From an optimization exercise on the open Yosys and OpenROAD flow, aimed at small area; shortcuts taken in it are not production practice. The RTL was checked by simulation tests, not by an equivalence proof against the original design. Power is estimated from default activity; no workload was simulated.

[flow/config.mk]
export PLATFORM = sky130hd
export DESIGN_NAME = grid_line_path_walker
export DESIGN_NICKNAME = grid_line_path_walker
export VERILOG_FILES = /design/flow/design.v
export SDC_FILE = /design/flow/constraint.sdc
export NUM_CORES = 4
export LEC_CHECK = 0
export CAP_MARGIN = 20
export CORE_MARGIN = 2
export CORE_UTILIZATION = 40
export SLEW_MARGIN = 20
[flow/constraint.sdc]
create_clock -name core_clock -period 10.5 [get_ports {clock}]
set_input_delay 2.1000 -clock core_clock [delete_from_list [all_inputs] [get_ports {clock}]]
set_output_delay 2.1000 -clock core_clock [all_outputs]
set_load 0.01 [all_outputs]
[flow/design.v]
`timescale 1ns / 1ps
package glpw_pkg;
   typedef enum logic {
      CMD_START    = 1'b0,
      CMD_CONTINUE = 1'b1
   } command_type;
   typedef enum logic [1:0] {
      AXIS_VERTICAL   = 2'd0,
      AXIS_HORIZONTAL = 2'd1,
      AXIS_DIAGONAL   = 2'd2
   } axis_mode_type;
   typedef struct packed {
      logic stop_at_occupant;
      logic info_mode;
      logic pass_through;
   } walk_flags_type;
   typedef struct packed {
      logic projectable;
      logic believed_wall;
      logic occupied;
   } cell_status_type;
   localparam int LEN_W = 8;
   localparam int             CSR_DATA_W          = 32;
   localparam int             CSR_ADDR_W          = 3;
   localparam logic           CSR_IDX_RANGE_LIMIT = 1'b0;
   localparam logic [LEN_W-1:0] RANGE_LIMIT_RESET = 8'd20;
   function automatic int entry_width(input int coord_bits);
      entry_width = 12 + 8 * coord_bits;
   endfunction
endpackage
`timescale 1ns / 1ps
module grid_line_path_walker #(
   parameter int COORD_BITS = 8
) (
   input  logic                  clock,
   input  logic                  reset,
   input  logic                  req_valid,
   output logic                  req_stall,
   input  logic                  req_command,
   input  logic [COORD_BITS-1:0] req_start_y,
   input  logic [COORD_BITS-1:0] req_start_x,
   input  logic [COORD_BITS-1:0] req_end_y,
   input  logic [COORD_BITS-1:0] req_end_x,
   input  logic                  req_pass_through,
   input  logic                  req_info_mode,
   input  logic                  req_stop_at_occupant,
   input  logic                  req_cell_projectable,
   input  logic                  req_cell_believed_wall,
   input  logic                  req_cell_occupied,
   output logic                  rsp_valid,
   input  logic                  rsp_stall,
   output logic [COORD_BITS-1:0] rsp_grid_y,
   output logic [COORD_BITS-1:0] rsp_grid_x,
   output logic                  rsp_grid_valid,
   output logic                  rsp_path_done,
   output logic [glpw_pkg::LEN_W-1:0] rsp_path_length,
   input  logic                  csr_psel,
   input  logic                  csr_penable,
   input  logic                  csr_pwrite,
   input  logic [glpw_pkg::CSR_ADDR_W-1:0] csr_paddr,
   input  logic [glpw_pkg::CSR_DATA_W-1:0] csr_pwdata,
   output logic [glpw_pkg::CSR_DATA_W-1:0] csr_prdata,
   output logic                  csr_pready
);
   localparam int CB = COORD_BITS;
   localparam int LW = glpw_pkg::LEN_W;
   localparam logic [2:0] ST_IDLE = 3'd0;
   localparam logic [2:0] ST_CLR  = 3'd1;
   localparam logic [2:0] ST_S1   = 3'd2;
   localparam logic [2:0] ST_S2   = 3'd3;
   localparam logic [2:0] ST_S3   = 3'd4;
   localparam logic [2:0] ST_C1   = 3'd5;
   localparam logic [2:0] ST_C2   = 3'd6;
   localparam logic [2:0] ST_Z    = 3'd7;
   logic [LW-1:0] rl_ff;
   logic [CB-1:0] y_ff, x_ff;
   logic [LW-1:0] cl_ff;
   logic          vld_ff, gv_ff, dn_ff;
   logic [CB-1:0] a_ff, m_ff, r_ff;
   logic [LW-1:0] s_ff;
   logic [2:0]    ph_ff, st_ff;
   logic          hm_ff, yd_ff, xd_ff, pt_ff, im_ff, so_ff, pk_ff;
   logic          mn_ff, acc_ff, cb_ff, rc_ff, yc_ff, xc_ff, cs_ff;
   assign csr_pready = 1'b1;
   assign csr_prdata = {{(32-LW){1'b0}}, csr_paddr[2] ? {LW{1'b0}} : rl_ff};
   always_ff @(posedge clock) begin
      if (reset) begin
         rl_ff <= glpw_pkg::RANGE_LIMIT_RESET;
      end else if (csr_psel && csr_penable && csr_pwrite && !csr_paddr[2]) begin
         rl_ff <= csr_pwdata[LW-1:0];
      end
   end
   logic first, last, idle, walking, stop, open_slot, accept;
   assign first     = (ph_ff == 3'd0);
   assign last      = (ph_ff == 3'd7);
   assign idle      = (st_ff == ST_IDLE);
   assign walking   = gv_ff && !dn_ff;
   assign stop      = (im_ff ? req_cell_believed_wall : !req_cell_projectable)
                      || (so_ff && req_cell_occupied);
   assign open_slot = idle && !vld_ff && last;
   assign accept    = open_slot && req_valid;
   assign req_stall       = !open_slot;
   assign rsp_valid       = vld_ff;
   assign rsp_grid_y      = y_ff;
   assign rsp_grid_x      = x_ff;
   assign rsp_grid_valid  = gv_ff;
   assign rsp_path_done   = dn_ff;
   assign rsp_path_length = cl_ff;
   logic A, M, R, S, Y, X, C, L, A1, M1;
   assign A  = a_ff[0];
   assign M  = m_ff[0];
   assign R  = r_ff[0];
   assign S  = s_ff[0];
   assign Y  = y_ff[0];
   assign X  = x_ff[0];
   assign C  = cl_ff[0];
   assign L  = rl_ff[ph_ff];
   assign A1 = !last && a_ff[1];
   assign M1 = !last && m_ff[1];
   logic ser_a, ser_m, ser_r, ser_s, ser_y, ser_x, ser_c;
   logic n_mn, n_acc, n_cb, n_rc, n_yc, n_xc, n_cs;
   logic n_hm, n_yd, n_xd, n_pk, n_gv, n_dn, n_vld;
   logic [2:0] n_st;
   logic da, dm, bin_y, bin_x, na, nm, sa_in, sm_in, same, diag;
   logic rin, yin, xin, cin, sin, bin, T, I, SN;
   always_comb begin
      ser_a = A;
      ser_m = M;
      ser_r = R;
      ser_s = S;
      ser_y = Y;
      ser_x = X;
      ser_c = C;
      n_mn  = mn_ff;
      n_acc = acc_ff;
      n_cb  = cb_ff;
      n_rc  = rc_ff;
      n_yc  = yc_ff;
      n_xc  = xc_ff;
      n_cs  = cs_ff;
      n_hm  = hm_ff;
      n_yd  = yd_ff;
      n_xd  = xd_ff;
      n_pk  = pk_ff;
      n_gv  = gv_ff;
      n_dn  = dn_ff;
      n_vld = vld_ff && rsp_stall;
      n_st  = st_ff;
      same = !acc_ff;
      diag = !mn_ff;
      da = 1'b0; dm = 1'b0; bin_y = 1'b0; bin_x = 1'b0; na = 1'b0; nm = 1'b0;
      sa_in = 1'b0; sm_in = 1'b0; rin = 1'b0; yin = 1'b0; xin = 1'b0;
      cin = 1'b0; sin = 1'b0; bin = 1'b0; T = 1'b0; I = 1'b0; SN = 1'b0;
      case (st_ff)
         ST_IDLE: begin
            if (accept) begin
               if (req_command == glpw_pkg::CMD_START) begin
                  n_st = ST_S1;
               end else if (walking && !stop) begin
                  n_st = ST_C1;
               end else begin
                  n_st = ST_Z;
               end
            end
         end
         ST_CLR: begin
            ser_c = 1'b0;
            if (last) n_st = ST_IDLE;
         end
         ST_S1: begin
            bin_y = !first && yd_ff;
            da    = A ^ R ^ bin_y;
            n_yd  = (!A && R) || (!(A ^ R) && bin_y);
            bin_x = !first && xd_ff;
            dm    = M ^ S ^ bin_x;
            n_xd  = (!M && S) || (!(M ^ S) && bin_x);
            ser_a = da;
            ser_m = dm;
            ser_y = R;
            ser_x = S;
            n_acc = (!first && acc_ff) || da || dm;
            if (last) n_st = ST_S2;
         end
         ST_S2: begin
            sa_in = !first && yc_ff;
            na    = A ^ (yd_ff && sa_in);
            n_yc  = sa_in || A;
            sm_in = !first && xc_ff;
            nm    = M ^ (xd_ff && sm_in);
            n_xc  = sm_in || M;
            n_hm  = (!na && nm) || (!(na ^ nm) && !first && hm_ff);
            n_mn  = (!first && mn_ff) || (na ^ nm);
            n_cb  = (!first && cb_ff) || (!first && (na || nm));
            ser_a = na;
            ser_m = nm;
            if (last) n_st = ST_S3;
         end
         ST_S3: begin
            ser_a = hm_ff ? M : A;
            ser_m = hm_ff ? A : M;
            rin   = first ? (A && M) : rc_ff;
            ser_r = A1 ^ M1 ^ rin;
            n_rc  = (A1 && M1) || (rin && (A1 ^ M1));
            yin   = first ? !hm_ff : yc_ff;
            ser_y = !same && (Y ^ yin);
            n_yc  = yin && (Y ^ yd_ff);
            xin   = first ? (hm_ff || diag) : xc_ff;
            ser_x = !same && (X ^ xin);
            n_xc  = xin && (X ^ xd_ff);
            ser_c = first && !same;
            ser_s = first;
            if (last) begin
               n_pk  = diag;
               n_gv  = !same;
               n_dn  = same || (rl_ff[LW-1:1] == '0) || (!pt_ff && !cb_ff);
               n_vld = 1'b1;
               n_st  = ST_IDLE;
            end
         end
         ST_C1: begin
            rin   = !first && rc_ff;
            T     = R ^ M ^ rin;
            n_rc  = (R && M) || (rin && (R ^ M));
            ser_r = T;
            bin   = !first && cb_ff;
            n_cb  = (!T && A) || (!(T ^ A) && bin);
            cin   = first || cs_ff;
            ser_c = C ^ cin;
            n_cs  = cin && C;
            yin   = first ? !hm_ff : yc_ff;
            ser_y = Y ^ yin;
            n_yc  = yin && (Y ^ yd_ff);
            xin   = first ? hm_ff : xc_ff;
            ser_x = X ^ xin;
            n_xc  = xin && (X ^ xd_ff);
            if (last) begin
               n_mn = n_rc || !n_cb;
               n_st = ST_C2;
            end
         end
         ST_C2: begin
            rin   = !first && rc_ff;
            ser_r = mn_ff ? (R ^ A ^ rin) : R;
            n_rc  = (!R && A) || (!(R ^ A) && rin);
            yin   = first ? (hm_ff && mn_ff) : yc_ff;
            ser_y = Y ^ yin;
            n_yc  = yin && (Y ^ yd_ff);
            xin   = first ? (!hm_ff && mn_ff) : xc_ff;
            ser_x = X ^ xin;
            n_xc  = xin && (X ^ xd_ff);
            I     = first ? !(mn_ff && pk_ff) : ((ph_ff == 3'd1) && mn_ff && pk_ff);
            sin   = !first && cs_ff;
            SN    = S ^ I ^ sin;
            n_cs  = (S && I) || (sin && (S ^ I));
            ser_s = SN;
            bin   = !first && cb_ff;
            n_cb  = (!SN && L) || (!(SN ^ L) && bin);
            n_acc = (first || acc_ff) && !(C ^ A);
            if (last) begin
               n_pk  = pk_ff ^ mn_ff;
               n_gv  = 1'b1;
               n_dn  = n_cs || !n_cb || (!pt_ff && n_acc);
               n_vld = 1'b1;
               n_st  = ST_IDLE;
            end
         end
         default: begin  
            ser_y = 1'b0;
            ser_x = 1'b0;
            if (last) begin
               n_gv  = 1'b0;
               n_dn  = 1'b1;
               n_vld = 1'b1;
               n_st  = ST_IDLE;
            end
         end
      endcase
   end
   always_ff @(posedge clock) begin
      if (reset) begin
         ph_ff  <= '0;
         st_ff  <= ST_CLR;
         vld_ff <= 1'b0;
         gv_ff  <= 1'b0;
      end else begin
         ph_ff  <= ph_ff + 3'd1;
         st_ff  <= n_st;
         vld_ff <= n_vld;
         gv_ff  <= n_gv;
      end
   end
   always_ff @(posedge clock) begin
      dn_ff  <= n_dn;
      hm_ff  <= n_hm;
      yd_ff  <= n_yd;
      xd_ff  <= n_xd;
      pk_ff  <= n_pk;
      mn_ff  <= n_mn;
      acc_ff <= n_acc;
      cb_ff  <= n_cb;
      rc_ff  <= n_rc;
      yc_ff  <= n_yc;
      xc_ff  <= n_xc;
      cs_ff  <= n_cs;
      if (accept && req_command == glpw_pkg::CMD_START) begin
         pt_ff <= req_pass_through;
         im_ff <= req_info_mode;
         so_ff <= req_stop_at_occupant;
         a_ff  <= req_end_y;
         m_ff  <= req_end_x;
         r_ff  <= req_start_y;
         s_ff  <= req_start_x;
      end else begin
         a_ff  <= {ser_a, a_ff[CB-1:1]};
         m_ff  <= {ser_m, m_ff[CB-1:1]};
         r_ff  <= {ser_r, r_ff[CB-1:1]};
         s_ff  <= {ser_s, s_ff[LW-1:1]};
      end
      if (!idle) begin
         y_ff  <= {ser_y, y_ff[CB-1:1]};
         x_ff  <= {ser_x, x_ff[CB-1:1]};
         cl_ff <= {ser_c, cl_ff[LW-1:1]};
      end
   end
endmodule
[flow/run.sh]
#!/bin/bash
# synth_recipe.tcl (not shown) runs the flow's synth.tcl, then flattens the netlist and writes it again
# the make line also repeats each setting of config.mk as NAME=value (left out here)
make -C /OpenROAD-flow-scripts/flow DESIGN_CONFIG=/design/flow/config.mk WORK_HOME=/design/flow/orfs CLKGATE_MAP_FILE= SYNTH_SCRIPT=/design/flow/synth_recipe.tcl finish
==> results of run 1 <==
## per-stage QoR
step / setup WS, ns / instance area, um^2 / hold WS [ns]
detailed placement: 5.00 / 5230 / 0.429
floorplan: 6.12 / 4440 / 0.410
global placement: 5.02 / 5230 / 0.423
global route: 4.92 / 5440 / 0.464
finish: 5.01 / 5440 / 0.443
CTS: 4.98 / 5440 / 0.450
## flip-flops by register name, indices dropped and copies added (netlist names), 8 cells and up
register / count
s_ff: 8
x_ff: 8
rl_ff: 8
r_ff: 8
y_ff: 8
m_ff: 8
cl_ff: 8
a_ff: 8
## synth_stat cells, types with 3 or more instances
| cell type | instances | area (um^2) |
|---|---|---|
| a31oi_1 | 7 | 43.8 |
| mux2i_1 | 3 | 30.0 |
| buf_6 | 3 | 33.8 |
| nor2_1 | 13 | 48.8 |
| nor3_1 | 6 | 30.0 |
| a211o_1 | 3 | 26.3 |
| nor2b_1 | 19 | 119 |
| a21oi_1 | 17 | 85.1 |
| edfxtp_1 | 39 | 1170 |
| or3_1 | 3 | 18.8 |
| nand2b_1 | 7 | 43.8 |
| a22oi_1 | 5 | 37.5 |
| clkbuf_1 | 11 | 41.3 |
| o211ai_1 | 4 | 30.0 |
| mux2_2 | 31 | 349 |
| fa_1 | 6 | 120 |
| inv_1 | 20 | 75.1 |
| nand3b_1 | 3 | 22.5 |
| dfxtp_1 | 48 | 961 |
| buf_4 | 28 | 210 |
| o22ai_1 | 3 | 18.8 |
| nor4bb_1 | 3 | 30.0 |
| o21ai_0 | 17 | 85.1 |
| nand2_1 | 44 | 165 |
| a221o_1 | 3 | 30.0 |
| a211oi_1 | 3 | 22.5 |
| ha_1 | 10 | 125 |
| and2_1 | 3 | 18.8 |
## logic make-up after synthesis
group | synth area share
adder cells (fa/ha/maj) | 0.0563
XOR/XNOR | 0.00603
multiplexers | 0.100
other | 0.00172
AO/OA/AOI/OAI | 0.116
flip-flops | 0.490
buffers and inverters | 0.0859
AND/OR/NAND/NOR | 0.145
## routing by layer
layer	track usage	vias to the layer above	wire, um
li1	-	1539	-
met1	0.211	1488	4160
met2	0.275	107	4320
met3	0.0470	11	582
met4	0.0495	0	95
met5	0	-	0
## how the worst min path moves through the flow
stage                          startpoint  slack [ns]         endpoint  depth (start not counted)
after floorplan           a_ff[7]$_DFF_P_        0.41  a_ff[6]$_DFF_P_                          1
after global placement    a_ff[7]$_DFF_P_        0.42  a_ff[6]$_DFF_P_                          1
after detailed placement  a_ff[7]$_DFF_P_        0.43  a_ff[6]$_DFF_P_                          1
after CTS                 a_ff[7]$_DFF_P_        0.45  a_ff[6]$_DFF_P_                          1
after global routing      a_ff[7]$_DFF_P_        0.46  a_ff[6]$_DFF_P_                          1
final                     a_ff[7]$_DFF_P_        0.44  a_ff[6]$_DFF_P_                          1
## power breakdown
part	switching [uW]	internal, uW	leakage [uW]
sequential	26.1	399	0.000802
clock	114	131	0.000109
combinational	64.9	94.4	0.00123
total	205	624	0.00214
## layout make-up
class	count	area (um^2)	share of cell area
multi-input cells	273	1940	0.356
repair buffers	91	908	0.167
clock inverters	4	51.3	0.00942
inverters	20	75.1	0.0138
well taps	140	175	0.0322
clock buffers	12	166	0.0306
flip-flops and latches	87	2130	0.392
==> flow_summary_export.csv, run 1 <==
group,metric,value,unit
route,wire_per_inst,14.6,um
synth,syn_area,4360,um^2
timing,period_share,0.523,
cts,cts.sinks,87,
grt,overflow,0,
timing,hold_violations,0,
grt,grt_pass1_vias,3127,
timing,fin_worst_skew,0.00708,ns
synth,synth_warnings,1,
worst_setup_path,cp-endpoint,"csr_prdata[5]",
floorplan,start_util,0.405,
grt,grt_pass1_wl,15200,um
worst_setup_path,path_cells,"clkdlybuf4s50_1 > nor2b_1 > clkdlybuf4s50_1",
timing,slew_headroom,0.409,
timing,grt_setup_unrepaired,"no",
grt,antenna_found_initial,0,
floorplan,coreArea,10700,um^2
synth,syn_inst,402,
cts,postCtsResizedCells,0,
worst_setup_path,worst_setup_path_end_kind,"primary output",
timing,setup-violations-final,0,
status,status,"complete, no violations",
route,viasPerCell,5.02,
route,totalWireLength,9160,um
cells_and_area,fin_nets,579,
timing,slew_viol_final,0,
synth,synth-seq-cells,87,
worst_setup_path,crit_required,8.40,ns
synth,ys.flop_type,"dfxtp_1",
cts,cts_root_buf,"clkbuf_8",
floorplan,die-area,11700,um^2
cts,insertion_delay,0.35,ns
worst_setup_path,path_max_fanout,10,
cells_and_area,drive_gt1_frac,0.107,
pwr,leakage,0.00214,uW
placed_design,place_congestion,0.865,
worst_setup_path,crit_start,"csr_paddr[2]",
route,post-route-drc-count,0,
pwr,peakVddDrop,0.0956,mV
floorplan,die_h,108,um
synth,synth_cell_type_count,60,
cts,cts_tree,"done",
synth,async_flop_share,0,
cells_and_area,fin_cells,627,
synth,synth_edf_count,39,
cells_and_area,diodes,0,
pwr,total_power,830,uW
cts,cts_buffers,9,
grt,grt_max_degree,40,
placed_design,portBuffers,90,
worst_setup_path,path_class,"input pin to primary output",
worst_setup_path,crit_buf_inv,2,
floorplan,rows,38,
grt,track_usage,0.166,
worst_setup_path,cpPeakStageDelay,0.57,ns
cts,post_cts_buffers,0,
cts,clk_pin_slew,0.09,ns
floorplan,io_pins,142,
worst_setup_path,worstRegToRegCells,10,
timing,worst_pin_slew,0.885,ns
cells_and_area,nFillCells,1023,
worst_setup_path,r2r_slack,7.38,ns
cells_and_area,final_common_cell,"clkdlybuf4s50_1",
placed_design,dp_hpwl,6720,um
timing,max_freq,182,MHz
worst_setup_path,cp_common_cell,"clkdlybuf4s50_1",
route,dr_total_vias,3145,
cells_and_area,final_cell_mix,"clkdlybuf4s50_1 (90), dfxtp_1 (48), nand2_1 (44), edfxtp_1 (39), mux2_2 (31)",
worst_setup_path,r2r-end,"cb_ff$_DFFE_PP_",
cells_and_area,areaGrowthSynthToFinish,25.0,%
route,drt_iter0_markers,198,
worst_setup_path,rr_startpoint,"ph_ff[0]$_SDFF_PP0_",
cts,clock_path_buffers,2,
route,ant_nets,0,
floorplan,die_width,108,um
pwr,p_per_area,152,nW/um^2
cts,cts_hold_buf,0,
synth,syn_area_per_cell,10.8,um^2
run,drv_cap,0,
route,first_pass_iters,4,
worst_setup_path,worst-path-stages,3,
worst_setup_path,critPathLaunchType,"input pin",
worst_setup_path,cpLargestDelayFamily,"buffers and inverters",
min_path,holdCritPathClass,"flop to flop",
timing,fin_tns_setup,0,ns
cts,htree_levels,3,
synth,seq_area_frac_synth,0.490,
timing,post-route-min-period,5.49,ns
placed_design,dp.cells,611,
worst_setup_path,cp_data_arrival_time,3.39,ns
cells_and_area,fin_util,0.507,
worst_setup_path,crit_slowest_cell,"clkdlybuf4s50_1",
==> inputs of run 2 (changes only) <==
==> flow/flow/run.sh (new file) <==
#!/bin/bash
set -euo pipefail
bash standard.sh "BUFFER_PORTS_ARGS=-buffer_cell sky130_fd_sc_hd__buf_1" "CTS_ARGS=-sink_clustering_enable -repair_clock_nets -dont_use_dummy_load" finish > flow_make.log 2>&1
==> flow/standard.sh (new file) <==
#!/bin/bash
# synth_recipe.tcl (not shown) runs the flow's synth.tcl, then flattens the netlist and writes it again
# the make line also repeats each setting of config.mk as NAME=value (left out here)
make -C /OpenROAD-flow-scripts/flow DESIGN_CONFIG=/design/flow/config.mk WORK_HOME=/design/flow/orfs CLKGATE_MAP_FILE= SYNTH_SCRIPT=/design/flow/synth_recipe.tcl "${@:-finish}"
removed: flow/run.sh
==> run 2 against run 1 <==
Critical path depth did not move; clock power fell by 26%; via count increased by 0.16%; sequential share of layout area rose by 5.3 points; count of clock-buffer cells in the layout decreased by 3; synthesized area unchanged; first-iteration DRC count is 25% higher; register-to-register slack better by 0.03 ns; worst setup slack better by 0.76 ns.
==> flow_summary_export.csv, run 2 <==
group,metric,value,unit
worst_setup_path,crit_slowest_cell,"buf_1",
route,totalWireLength,9220,um
pwr,leakage,0.00186,uW
timing,slew_viol_final,0,
status,status,"complete, no violations",
floorplan,io_pins,142,
cells_and_area,fin_nets,580,
cts,cts_tree,"done",
floorplan,die-area,11700,um^2
synth,synth_commonest_cells,"dfxtp_1 (48), nand2_1 (44), edfxtp_1 (39)",
cts,cts_root_buf,"clkbuf_8",
cts,cts_buffers,9,
placed_design,place_congestion,0.856,
cts,clk_pin_slew,0.09,ns
cells_and_area,drive_gt1_frac,0.0998,
synth,async_flop_share,0,
worst_setup_path,path_class,"input pin to primary output",
cells_and_area,finalInstanceArea,4790,um^2
worst_setup_path,cpLargestDelayFamily,"buffers and inverters",
placed_design,dp.cells,612,
cts,htree_levels,3,
synth,syn_area,4360,um^2
grt,grt_pass1_wl,14800,um
grt,antenna_found_initial,0,
worst_setup_path,critPathLaunchType,"input pin",
route,viasPerCell,5.07,
cells_and_area,nFillCells,1064,
timing,grt_setup_unrepaired,"no",
floorplan,rows,38,
run,drv_cap,0,
worst_setup_path,crit_required,8.40,ns
cells_and_area,fin_cells,621,
worst_setup_path,path_cells,"buf_1 > nor2b_1 > buf_1",
cts,postCtsResizedCells,0,
worst_setup_path,crit_buf_inv,2,
grt,grt_pass1_vias,2972,
worst_setup_path,worst-path-stages,3,
synth,synth-seq-cells,87,
route,ant_nets,0,
worst_setup_path,cpPeakStageDelay,0.29,ns
placed_design,portBuffers,90,
floorplan,coreArea,10700,um^2
pwr,peakVddDrop,0.103,mV
synth,syn_inst,402,
cts,insertion_delay,0.38,ns
floorplan,die_h,108,um
placed_design,dp_hpwl,6630,um
min_path,holdCritPathClass,"flop to flop",
cells_and_area,final_common_cell,"buf_1",
worst_setup_path,worst_setup_path_end_kind,"primary output",
timing,slew_headroom,0.386,
worst_setup_path,worstRegToRegCells,10,
cts,post_cts_buffers,0,
synth,synth_cell_type_count,60,
worst_setup_path,cp_data_arrival_time,2.63,ns
placed_design,place_area,4670,um^2
timing,post-route-min-period,4.73,ns
cells_and_area,areaGrowthSynthToFinish,10.1,%
route,dr_total_vias,3150,
cells_and_area,diodes,0,
grt,grt_max_degree,40,
synth,ys.flop_type,"dfxtp_1",
timing,fin_tns_setup,0,ns
route,wire_per_inst,14.9,um
timing,fin_worst_skew,0.0219,ns
grt,track_usage,0.166,
floorplan,start_util,0.405,
route,drt_iter0_markers,247,
worst_setup_path,path_max_fanout,10,
worst_setup_path,cp_common_cell,"buf_1",
timing,max_freq,211,MHz
grt,overflow,0,
synth,synth_warnings,1,
min_path,whs_path_depth,1,
timing,hold_violations,0,
cells_and_area,final_cell_mix,"buf_1 (90), dfxtp_1 (48), nand2_1 (44), edfxtp_1 (39), mux2_2 (31)",
timing,setup-violations-final,0,
synth,synth.most_common_cell,"dfxtp_1",
route,first_pass_iters,4,
synth,syn_area_per_cell,10.8,um^2
synth,netlist.top_cell.by_area,"edfxtp_1",
cells_and_area,seq_area,2130,um^2
route,post-route-drc-count,0,
synth,synth.area.top_cells,"edfxtp_1 (27%), dfxtp_1 (22%), mux2_2 (8.0%), buf_4 (4.8%), nand2_1 (3.8%)",
synth,synth_edf_count,39,
cts,cts.sinks,87,
pwr,p_per_area,150,nW/um^2
cells_and_area,fin_util,0.446,
cts,cts_hold_buf,0,
timing,worst_pin_slew,0.920,ns
floorplan,die_width,108,um
synth,yosysTopAreaCellShare,0.269,
synth,seq_area_frac_synth,0.490,
cells_and_area,multiInputGateArea,1940,um^2
cts,clock_path_buffers,2,
timing,period_share,0.451,
run 2: worst reg2reg max path, stage by stage, from the launching register on:
cell,delay (ns)
dfxtp_1,0.49
inv_1,0.08
ha_1,0.28
nand2b_1,0.54
and2_1,0.24
fa_1,0.44
inv_1,0.08
ha_1,0.22
a31oi_1,0.24
o32a_1,0.19
o21ai_0,0.08
run 2: worst paths after layout:
check	from	endpoint	slack [ns]
max	csr_paddr[2]	csr_prdata[1]	5.77
min	a_ff[7]$_DFF_P_	a_ff[6]$_DFF_P_	0.45
max reg2reg	ph_ff[0]$_SDFF_PP0_	cb_ff$_DFFE_PP_	7.41
min reg2reg	a_ff[7]$_DFF_P_	a_ff[6]$_DFF_P_	0.45
run 2: logic make-up (layout without fill, tap and decap cells):
logic type | count (synthesis) | in the layout | share of synthesized area
compound gates | 76 | 76 | 0.116
xor+xnor | 3 | 3 | 0.00603
fa+ha+maj | 16 | 16 | 0.0563
buf+inv | 65 | 121 | 0.0859
flops | 87 | 87 | 0.490
mux | 37 | 37 | 0.100
other cells | 2 | 25 | 0.00172
simple gates | 116 | 116 | 0.145
run 2: cell type report:
class                   instances  area share
clock buffers                   9      0.0258
inverters                      20      0.0157
multi-input cells             273       0.404
repair buffers                 92      0.0736
well taps                     140      0.0365
flip-flops and latches         87       0.445
run 2: stage by stage:
step                      hold slack (ns)  setup WS [ns]  total power (uW)
after floorplan                     0.410           6.12               511
after global placement              0.421           5.79               543
after detailed placement            0.429           5.76               546
after CTS                           0.451           5.76               733
after global routing                0.458           5.71               766
final                               0.446           5.77               721
run 2: routing by layer:
| metal | up-vias | track usage | share of wire |
|---|---|---|---|
| li1 | 1532 | - | - |
| met5 | - | 0 | 0 |
| met4 | 0 | 0.0604 | 0.015 |
| met1 | 1498 | 0.210 | 0.46 |
| met2 | 109 | 0.267 | 0.46 |
| met3 | 11 | 0.0530 | 0.073 |
run 2: report_power, final:
group	switching, uW	internal, uW	leakage, uW
sequential	26.1	399	0.000802
combinational	65.0	48.2	0.000996
clock	106	76.7	0.0000647
==> inputs of run 3 (changes only) <==
==> flow/flow/run.sh (replaced) <==
#!/bin/bash
# Standard layout, but with the smallest buffer on each port instead of the
# default port buffer cell. Every tool's output goes to flow_make.log here;
# ORFS also keeps per-step logs under orfs/logs.
set -euo pipefail
bash standard.sh "BUFFER_PORTS_ARGS=-buffer_cell sky130_fd_sc_hd__buf_1" finish > flow_make.log 2>&1
==> run 3 against run 2 <==
Synthesized area unchanged; still clean; combinational power is essentially flat; worst hold slack about the same; synthesized cell count unchanged; critical path depth stayed put; non-clock buffer count unchanged; count of clock-buffer cells in the layout is 2 higher; critical endpoint unchanged; register-to-register slack hardly changed; core utilization up 0.86 points; cell area increased by 1.9%; final cell count rose by 1.1%; highest routed layer unchanged.
==> flow_summary_export.csv, run 3 <==
group,metric,value,unit
status,status,"complete, no violations",
cells_and_area,fin_nets,580,
grt,grt_pass1_vias,2968,
timing,post-route-min-period,4.74,ns
route,ant_nets,0,
cts,cts_tree,"done",
synth,synth-compound-area-share,0.116,
timing,fin_tns_setup,0,ns
timing,period_share,0.452,
cts,cts.sinks,87,
cells_and_area,final_cell_mix,"buf_1 (90), dfxtp_1 (48), nand2_1 (44), edfxtp_1 (39), mux2_2 (31)",
placed_design,portBuffers,90,
synth,synth_top_family_by_area,"simple AND/OR/NAND/NOR gates",
synth,async_flop_share,0,
synth,netlist.top_cell.by_area,"edfxtp_1",
worst_setup_path,cp_data_arrival_time,2.64,ns
grt,grt_max_degree,40,
floorplan,coreArea,10700,um^2
synth,seq_area_frac_synth,0.490,
worst_setup_path,r2r-end,"cb_ff$_DFFE_PP_",
grt,track_usage,0.166,
synth,synth-xor-area-share,0.00603,
route,post-route-drc-count,0,
worst_setup_path,worstRegToRegCells,10,
timing,hold_ws,0.446,ns
worst_setup_path,r2r_slack,7.41,ns
route,wire_per_inst,14.7,um
pwr,p_per_area,161,nW/um^2
worst_setup_path,rr_startpoint,"ph_ff[0]$_SDFF_PP0_",
cts,postCtsResizedCells,0,
floorplan,start_util,0.405,
floorplan,die_width,108,um
synth,syn_area_per_cell,10.8,um^2
timing,fin_worst_skew,0.0131,ns
cts,clk_pin_slew,0.09,ns
synth,synth.area.top_cells,"edfxtp_1 (27%), dfxtp_1 (22%), mux2_2 (8.0%), buf_4 (4.8%), nand2_1 (3.8%)",
synth,synth_commonest_cells,"dfxtp_1 (48), nand2_1 (44), edfxtp_1 (39)",
synth,synthMuxAreaShare,0.100,
route,dr_total_vias,3162,
cts,cts_hold_buf,0,
min_path,whs_path_depth,1,
synth,ys.flop_type,"dfxtp_1",
cells_and_area,nFillCells,1056,
cts,cts_buffers,9,
worst_setup_path,path_max_fanout,10,
cells_and_area,diodes,0,
synth,yosysTopAreaCellShare,0.269,
floorplan,rows,38,
timing,max_freq,211,MHz
timing,grt_setup_unrepaired,"no",
cells_and_area,multiInputGateArea,1940,um^2
cts,insertion_delay,0.37,ns
cells_and_area,seq_area,2130,um^2
grt,overflow,0,
run,drv_cap,0,
grt,grt_pass1_wl,14800,um
synth,syn_area,4360,um^2
route,viasPerCell,5.04,
cts,clock_path_buffers,2,
cts,post_cts_buffers,0,
timing,hold_violations,0,
floorplan,io_pins,142,
min_path,min_from,"a_ff[7]$_DFF_P_",
timing,worst_pin_slew,0.915,ns
timing,slew_viol_final,0,
cts,htree_levels,3,
min_path,holdCritPathClass,"flop to flop",
worst_setup_path,crit_required,8.40,ns
floorplan,die-area,11700,um^2
worst_setup_path,critPathLaunchType,"input pin",
timing,setup-violations-final,0,
synth,synth_fa_ha_area_frac,0.0563,
worst_setup_path,worst_setup_path_end_kind,"primary output",
grt,antenna_found_initial,0,
placed_design,dp_hpwl,6630,um
timing,slew_headroom,0.389,
min_path,holdPathEnd,"a_ff[6]$_DFF_P_",
pwr,peakVddDrop,0.107,mV
cells_and_area,areaGrowthSynthToFinish,12.2,%
synth,syn_inst,402,
synth,synth_warnings,1,
route,drt_iter0_markers,232,
cts,cts_root_buf,"clkbuf_8",
worst_setup_path,path_class,"input pin to primary output",
synth,synth_cell_type_count,60,
route,totalWireLength,9240,um
synth,synth.most_common_cell,"dfxtp_1",
route,first_pass_iters,4,
pwr,leakage,0.00190,uW
worst_setup_path,crit_start,"csr_paddr[2]",
cells_and_area,final_common_cell,"buf_1",
synth,synth-seq-cells,87,
placed_design,place_congestion,0.856,
synth,yosys.area_share.simple,0.144,
floorplan,die_h,108,um
cells_and_area,drive_gt1_frac,0.109,
synth,synth_edf_count,39,
## run 3: changes by cell type in the layout (fill, tap and decap cells not counted), sizes merged
cell | before | now
bufinv | 0 | 1
clkbuf | 9 | 11
clkinv | 0 | 3
clkinvlp | 0 | 1
## run 3: area by class of cell
cell class,instances,area share
Sequential cell,87,0.436
Multi-Input combinational cell,273,0.396
Timing Repair Buffer,92,0.0722
Tap cell,140,0.0358
Clock buffer,11,0.0333
Inverter,20,0.0154
Clock inverter,5,0.0110
## run 3: logic make-up after synthesis
family	Yosys count
flip-flops	87
other	2
AO/OA/AOI/OAI	76
AND/OR/NAND/NOR	116
adder cells (fa/ha/maj)	16
multiplexers	37
buffers and inverters	65
XOR/XNOR	3
## run 3: worst max-delay path by stage
stage | endpoint | depth (start not counted)
2_1_floorplan | csr_prdata[0] | 1
3_3_place_gp | csr_prdata[2] | 3
3_5_place_dp | csr_prdata[1] | 3
4_1_cts | csr_prdata[1] | 3
5_1_grt | csr_prdata[1] | 3
6_report | csr_prdata[1] | 3
## run 3: critical path: stages
cell	delay (ns)
buf_1	0.30
nor2b_1	0.10
buf_1	0.14
## run 3: layer usage
metal,up-vias,global-route usage,routed length (um)
li1,1537,-,-
met1,1500,0.211,4250
met2,115,0.266,4210
met3,10,0.0530,656
met4,0,0.0604,133
met5,-,0,0
## run 3: per-stage QoR
step	power, uW	instances	worst slack, ns	area (um^2)	util
2_1_floorplan	511	425	6.12	4440	-
3_3_place_gp	543	612	5.79	4670	0.435
3_5_place_dp	546	612	5.76	4670	0.435
4_1_cts	801	628	5.76	4890	0.455
5_1_grt	834	628	5.71	4890	0.455
6_report	788	628	5.76	4890	0.455
## run 3: power breakdown
part / internal [uW] / switching, uW / total, uW
Clock: 130 / 120 / 249
Sequential: 399 / 26.2 / 425
Combinational: 48.2 / 64.9 / 113
Total: 577 / 211 / 788
==> inputs of run 4 (changes only) <==
==> flow/flow/run.sh (replaced) <==
#!/bin/bash
set -euo pipefail
bash standard.sh "BUFFER_PORTS_ARGS=-buffer_cell sky130_fd_sc_hd__buf_1" "CTS_ARGS=-sink_clustering_enable -repair_clock_nets -dont_use_dummy_load -buf_list {sky130_fd_sc_hd__clkbuf_4 sky130_fd_sc_hd__clkbuf_8} -sink_clustering_size 25" finish > flow_make.log 2>&1
==> run 4 against run 3 <==
Still clean on timing, DRC and antenna; combinational power is essentially flat; register-to-register slack about the same; clock skew is 0.0088 ns higher; via count down 0.38%; worst hold slack is essentially flat; global-route usage barely moved; maximum frequency rose by 0.19%; synthesized area is the same; wire length shrank 0.21%; flip-flop and latch count unchanged; cell area decreased by 1.9%; core utilization is 0.86 points lower; largest cell class unchanged; largest power group unchanged.
==> flow_summary_export.csv, run 4 <==
group,metric,value,unit
synth,async_flop_share,0,
timing,worst_pin_slew,0.920,ns
synth,synth-seq-cells,87,
floorplan,coreArea,10700,um^2
grt,antenna_found_initial,0,
cells_and_area,final_common_cell,"buf_1",
synth,netlist.top_cell.by_area,"edfxtp_1",
synth,synth-xor-area-share,0.00603,
cts,postCtsResizedCells,0,
cts,post_cts_buffers,0,
cells_and_area,final_cell_mix,"buf_1 (90), dfxtp_1 (48), nand2_1 (44), edfxtp_1 (39), mux2_2 (31)",
worst_setup_path,cp_common_cell,"buf_1",
worst_setup_path,worst_setup_path_end_kind,"primary output",
synth,synth_top_family_by_area,"simple AND/OR/NAND/NOR gates",
timing,fin_tns_setup,0,ns
timing,slew_headroom,0.386,
cts,cts_tree,"done",
synth,yosys.area_share.simple,0.144,
timing,post-route-min-period,4.73,ns
pwr,leakage,0.00186,uW
placed_design,place_congestion,0.856,
route,viasPerCell,5.07,
cells_and_area,drive_gt1_frac,0.0998,
grt,track_usage,0.166,
floorplan,rows,38,
synth,synth_cell_type_count,60,
status,status,"complete, no violations",
timing,hold_violations,0,
synth,syn_area_per_cell,10.8,um^2
synth,syn_area,4360,um^2
pwr,p_per_area,150,nW/um^2
route,first_pass_iters,4,
timing,period_share,0.451,
cts,htree_levels,3,
cts,cts_root_buf,"clkbuf_8",
cells_and_area,fin_nets,580,
worst_setup_path,critPathLaunchType,"input pin",
synth,ys.flop_type,"dfxtp_1",
cts,cts_buffers,9,
worst_setup_path,cp_data_arrival_time,2.63,ns
grt,grt_max_degree,40,
worst_setup_path,cpPeakStageDelay,0.29,ns
min_path,holdCritPathClass,"flop to flop",
placed_design,dp_hpwl,6630,um
placed_design,portBuffers,90,
timing,slew_viol_final,0,
cells_and_area,diodes,0,
pwr,peakVddDrop,0.103,mV
timing,hold_ws,0.446,ns
route,ant_nets,0,
route,drt_iter0_markers,247,
worst_setup_path,cpLargestDelayFamily,"buffers and inverters",
timing,setup-violations-final,0,
synth,seq_area_frac_synth,0.490,
synth,synth_commonest_cells,"dfxtp_1 (48), nand2_1 (44), edfxtp_1 (39)",
worst_setup_path,path_cells,"buf_1 > nor2b_1 > buf_1",
route,post-route-drc-count,0,
timing,max_freq,211,MHz
synth,synth.most_common_cell,"dfxtp_1",
cts,insertion_delay,0.38,ns
cts,cts.sinks,87,
worst_setup_path,path_class,"input pin to primary output",
timing,grt_setup_unrepaired,"no",
worst_setup_path,crit_required,8.40,ns
floorplan,die-area,11700,um^2
run,drv_cap,0,
grt,grt_pass1_wl,14800,um
floorplan,start_util,0.405,
worst_setup_path,path_max_fanout,10,
route,wire_per_inst,14.9,um
cells_and_area,areaGrowthSynthToFinish,10.1,%
floorplan,io_pins,142,
route,dr_total_vias,3150,
grt,grt_pass1_vias,2972,
cts,clock_path_buffers,2,
floorplan,die_width,108,um
synth,synth-compound-area-share,0.116,
floorplan,die_h,108,um
cells_and_area,fin_cells,621,
worst_setup_path,crit_buf_inv,2,
placed_design,dp.cells,612,
synth,yosysTopAreaCellShare,0.269,
grt,overflow,0,
worst_setup_path,crit_slowest_cell,"buf_1",
timing,fin_worst_skew,0.0219,ns
synth,synth_warnings,1,
synth,synth.area.top_cells,"edfxtp_1 (27%), dfxtp_1 (22%), mux2_2 (8.0%), buf_4 (4.8%), nand2_1 (3.8%)",
synth,syn_inst,402,
synth,synth_fa_ha_area_frac,0.0563,
synth,synth_edf_count,39,
cts,cts_hold_buf,0,
route,totalWireLength,9220,um
synth,synthMuxAreaShare,0.100,
cts,clk_pin_slew,0.09,ns
==> run 4: changes by cell type in the layout (fill, tap and decap cells not counted), sizes merged <==
cell      delta
clkbuf       -2
clkinv       -3
clkinvlp     -1
bufinv       -1
==> run 4: kinds of logic (layout without fill, tap and decap cells) <==
| group | Yosys count | in the layout |
|---|---|---|
| flops | 87 | 87 |
| other cells | 2 | 25 |
| fa+ha+maj | 16 | 16 |
| mux | 37 | 37 |
| compound gates | 76 | 76 |
| buf+inv | 65 | 121 |
| xor+xnor | 3 | 3 |
| simple gates | 116 | 116 |
==> run 4: worst register-to-register path, delay by kind of cell (launching register included) <==
kind	cells	cell delay (ns)
AO/OA/AOI/OAI	3	0.51
flip-flops	1	0.49
adder cells (fa/ha/maj)	3	0.94
buffers and inverters	2	0.16
AND/OR/NAND/NOR	2	0.78
==> run 4: layout make-up <==
cell class                 instances  area, um^2
timing repair buffer              92         353
clock buffer                       9         124
fill                            1064        5950
sequential                        87        2130
inverter                          20        75.1
multi-input combinational        273        1940
tap                              140         175
==> run 4: stage by stage <==
step	area (um^2)	worst slack, ns	utilization	total power, uW
2_1_floorplan	4440	6.12	-	511
3_3_place_gp	4670	5.79	0.435	543
3_5_place_dp	4670	5.76	0.435	546
4_1_cts	4790	5.76	0.446	733
5_1_grt	4790	5.71	0.446	766
6_report	4790	5.77	0.446	721
==> run 4: final timing paths <==
kind / start / endpoint / slack [ns] / cells past startpoint
worst max register to register: ph_ff[0]$_SDFF_PP0_ / cb_ff$_DFFE_PP_ / 7.41 / 10
worst min register to register: a_ff[7]$_DFF_P_ / a_ff[6]$_DFF_P_ / 0.45 / 1
worst max-delay path: csr_paddr[2] / csr_prdata[1] / 5.77 / 3
worst min-delay path: a_ff[7]$_DFF_P_ / a_ff[6]$_DFF_P_ / 0.45 / 1
==> run 4: per-layer routing <==
layer	GRT usage	vias to the layer above	routed length (um)	share of wire
met3	0.0530	11	674	0.073
met4	0.0604	0	136	0.015
li1	-	1532	-	-
met5	0	-	0	0
met1	0.210	1498	4200	0.46
met2	0.267	109	4210	0.46
==> run 4: power by group <==
part	internal [uW]	total (uW)	switching [uW]
Combinational	48.2	113	65.0
Clock	76.7	183	106
Sequential	399	425	26.1
==> inputs of run 5 (changes only) <==
==> flow/flow/run.sh (replaced) <==
#!/bin/bash
set -euo pipefail
bash standard.sh "BUFFER_PORTS_ARGS=-buffer_cell sky130_fd_sc_hd__buf_1" "CTS_ARGS=-sink_clustering_enable -repair_clock_nets -dont_use_dummy_load -buf_list {sky130_fd_sc_hd__clkbuf_4} -root_buf sky130_fd_sc_hd__clkbuf_8" finish > flow_make.log 2>&1
==> run 5 against run 4 <==
Critical path depth did not move; largest power group unchanged; cell area unchanged; still clean; sequential power hardly changed; synthesized cell count is the same.
==> flow_summary_export.csv, run 5 <==
group,metric,value,unit
cts,cts_root_buf,"clkbuf_8",
synth,seq_area_frac_synth,0.490,
worst_setup_path,cpPeakStageDelay,0.29,ns
worst_setup_path,worst_setup_path_end_kind,"primary output",
grt,grt_pass1_vias,2972,
min_path,holdCritPathClass,"flop to flop",
synth,ys.flop_type,"dfxtp_1",
placed_design,portBuffers,90,
placed_design,place_area,4670,um^2
worst_setup_path,crit_required,8.40,ns
worst_setup_path,rr_startpoint,"ph_ff[0]$_SDFF_PP0_",
route,totalWireLength,9220,um
synth,async_flop_share,0,
floorplan,die_h,108,um
route,post-route-drc-count,0,
cells_and_area,seq_area,2130,um^2
pwr,peakVddDrop,0.103,mV
cts,htree_levels,3,
worst_setup_path,crit_slowest_cell,"buf_1",
cts,postCtsResizedCells,0,
timing,hold_violations,0,
pwr,clkPwrFrac,0.253,
grt,grt_pass1_wl,14800,um
grt,grt_max_degree,40,
worst_setup_path,path_max_fanout,10,
grt,overflow,0,
floorplan,io_pins,142,
cells_and_area,final_common_cell,"buf_1",
timing,slew_viol_final,0,
timing,grt_setup_unrepaired,"no",
timing,fin_worst_skew,0.0219,ns
cells_and_area,diodes,0,
pwr,total_power,721,uW
route,first_pass_iters,4,
pwr,p_seq_frac,0.590,
synth,synth_edf_count,39,
synth,synth-seq-cells,87,
synth,synth.most_common_cell,"dfxtp_1",
cells_and_area,nFillCells,1064,
min_path,min_from,"a_ff[7]$_DFF_P_",
route,drt_iter0_markers,247,
worst_setup_path,crit_start,"csr_paddr[2]",
run,drv_cap,0,
floorplan,coreArea,10700,um^2
timing,slew_headroom,0.386,
timing,post-route-min-period,4.73,ns
pwr,p_per_area,150,nW/um^2
pwr,p_sw_frac,0.273,
synth,yosysTopAreaCellShare,0.269,
synth,synth_cell_type_count,60,
worst_setup_path,critPathLaunchType,"input pin",
worst_setup_path,cp_data_arrival_time,2.63,ns
cells_and_area,fin_nets,580,
cts,insertion_delay,0.38,ns
synth,syn_area_per_cell,10.8,um^2
pwr,power.net_switching,197,uW
route,ant_nets,0,
route,wire_per_inst,14.9,um
cells_and_area,finalInstanceArea,4790,um^2
grt,track_usage,0.166,
route,dr_total_vias,3150,
synth,syn_area,4360,um^2
floorplan,start_util,0.405,
pwr,internal-power,524,uW
timing,worst_pin_slew,0.920,ns
placed_design,dp_hpwl,6630,um
worst_setup_path,path_class,"input pin to primary output",
worst_setup_path,cp_common_cell,"buf_1",
cells_and_area,final_cell_mix,"buf_1 (90), dfxtp_1 (48), nand2_1 (44), edfxtp_1 (39), mux2_2 (31)",
pwr,pwr-share-comb,0.157,
cells_and_area,drive_gt1_frac,0.0998,
cells_and_area,areaGrowthSynthToFinish,10.1,%
timing,fin_tns_setup,0,ns
cts,cts_buffers,9,
route,viasPerCell,5.07,
synth,syn_inst,402,
cells_and_area,fin_util,0.446,
synth,netlist.top_cell.by_area,"edfxtp_1",
floorplan,rows,38,
cts,clk_pin_slew,0.09,ns
cts,cts_hold_buf,0,
timing,setup-violations-final,0,
synth,synth.area.top_cells,"edfxtp_1 (27%), dfxtp_1 (22%), mux2_2 (8.0%), buf_4 (4.8%), nand2_1 (3.8%)",
floorplan,die_width,108,um
worst_setup_path,path_cells,"buf_1 > nor2b_1 > buf_1",
timing,period_share,0.451,
synth,synth_commonest_cells,"dfxtp_1 (48), nand2_1 (44), edfxtp_1 (39)",
timing,max_freq,211,MHz
cts,post_cts_buffers,0,
floorplan,die-area,11700,um^2
cts,clock_path_buffers,2,
cts,cts_tree,"done",
cts,cts.sinks,87,
status,status,"complete, no violations",
cells_and_area,multiInputGateArea,1940,um^2
grt,antenna_found_initial,0,
synth,synth_warnings,1,
placed_design,place_congestion,0.856,
pwr,leakage,0.00186,uW
-- run 5: cell counts in the layout (fill, tap and decap cells not counted) --
Identical to the previous run, type by type.
-- run 5: cell type report --
cell class              count  share of cell area
repair buffers             92              0.0736
multi-input cells         273               0.404
inverters                  20              0.0157
well taps                 140              0.0365
clock buffers               9              0.0258
flip-flops and latches     87               0.445
-- run 5: final timing paths --
check,cells after the start,end,slack [ns]
max,3,csr_prdata[1],5.77
min,1,a_ff[6]$_DFF_P_,0.45
max reg2reg,10,cb_ff$_DFFE_PP_,7.41
min reg2reg,1,a_ff[6]$_DFF_P_,0.45
-- run 5: power groups by stage --
stage | clock network, uW | logic, uW | registers, uW
final | 183 | 113 | 425
after global routing | 205 | 130 | 431
after global placement | 0 | 111 | 432
after floorplan | 0 | 73.5 | 437
after detailed placement | 0 | 113 | 434
after CTS | 193 | 113 | 426
-- run 5: through the flow --
step / std cells / hold WS [ns] / setup slack, ns
3_5_place_dp: 612 / 0.429 / 5.76
4_1_cts: 621 / 0.451 / 5.76
2_1_floorplan: 425 / 0.410 / 6.12
6_report: 621 / 0.446 / 5.77
5_1_grt: 621 / 0.458 / 5.71
3_3_place_gp: 612 / 0.421 / 5.79
-- run 5: worst max-delay path: cells and delay by family --
kind                   cells  cell delay [ns]
buffers and inverters      2             0.43
and+or+nand+nor            1             0.10
-- run 5: metal layers --
metal	share of wire	GRT usage
met5	0	0
met4	0.015	0.0604
met3	0.073	0.0530
met2	0.46	0.267
met1	0.46	0.210
-- run 5: cells by family (layout without fill, tap and decap cells) --
group	after synthesis	after routing	synth area share
AOI/OAI and AO/OA	76	76	0.116
buffers and inverters	65	121	0.0859
DFF	87	87	0.490
other	2	25	0.00172
and+or+nand+nor	116	116	0.145
xor gates and xnor gates	3	3	0.00603
muxes	37	37	0.100
adders and majority gates	16	16	0.0563

## port drivers added, routing unchanged
Ports are ideal in the flow. The routed layouts listed here were re-timed in OpenROAD. Step 1: set_driving_cell puts a clkbuf_16 on clock and a buf_2 on each other input, an assumption about the parent block. Step 2 times the ports against the registers' clock, not the clock port: input delays grow and output delays shrink by t, the midpoint of the rising clock arrivals with the driver on. Three values: ideal, step 1, step 2; two values: the first two.
run	t (ns)	setup slack, ns	worst hold slack (ns)	slew at the worst register clock pin (ns)	worst slew at a driven data input, ns
run 1	0.377	5.007 / 4.984 / 4.984	0.443 / 0.443 / 0.443	0.09 / 0.09	0.04
run 2	0.398	5.767 / 5.742 / 5.742	0.446 / 0.446 / 0.446	0.09 / 0.09	0.04
run 3	0.401	5.758 / 5.733 / 5.733	0.446 / 0.446 / 0.446	0.09 / 0.09	0.04
run 4	0.398	5.767 / 5.742 / 5.742	0.446 / 0.446 / 0.446	0.09 / 0.09	0.04
run 5	0.398	5.767 / 5.742 / 5.742	0.446 / 0.446 / 0.446	0.09 / 0.09	0.04
After both steps setup and hold are still met in every run listed.
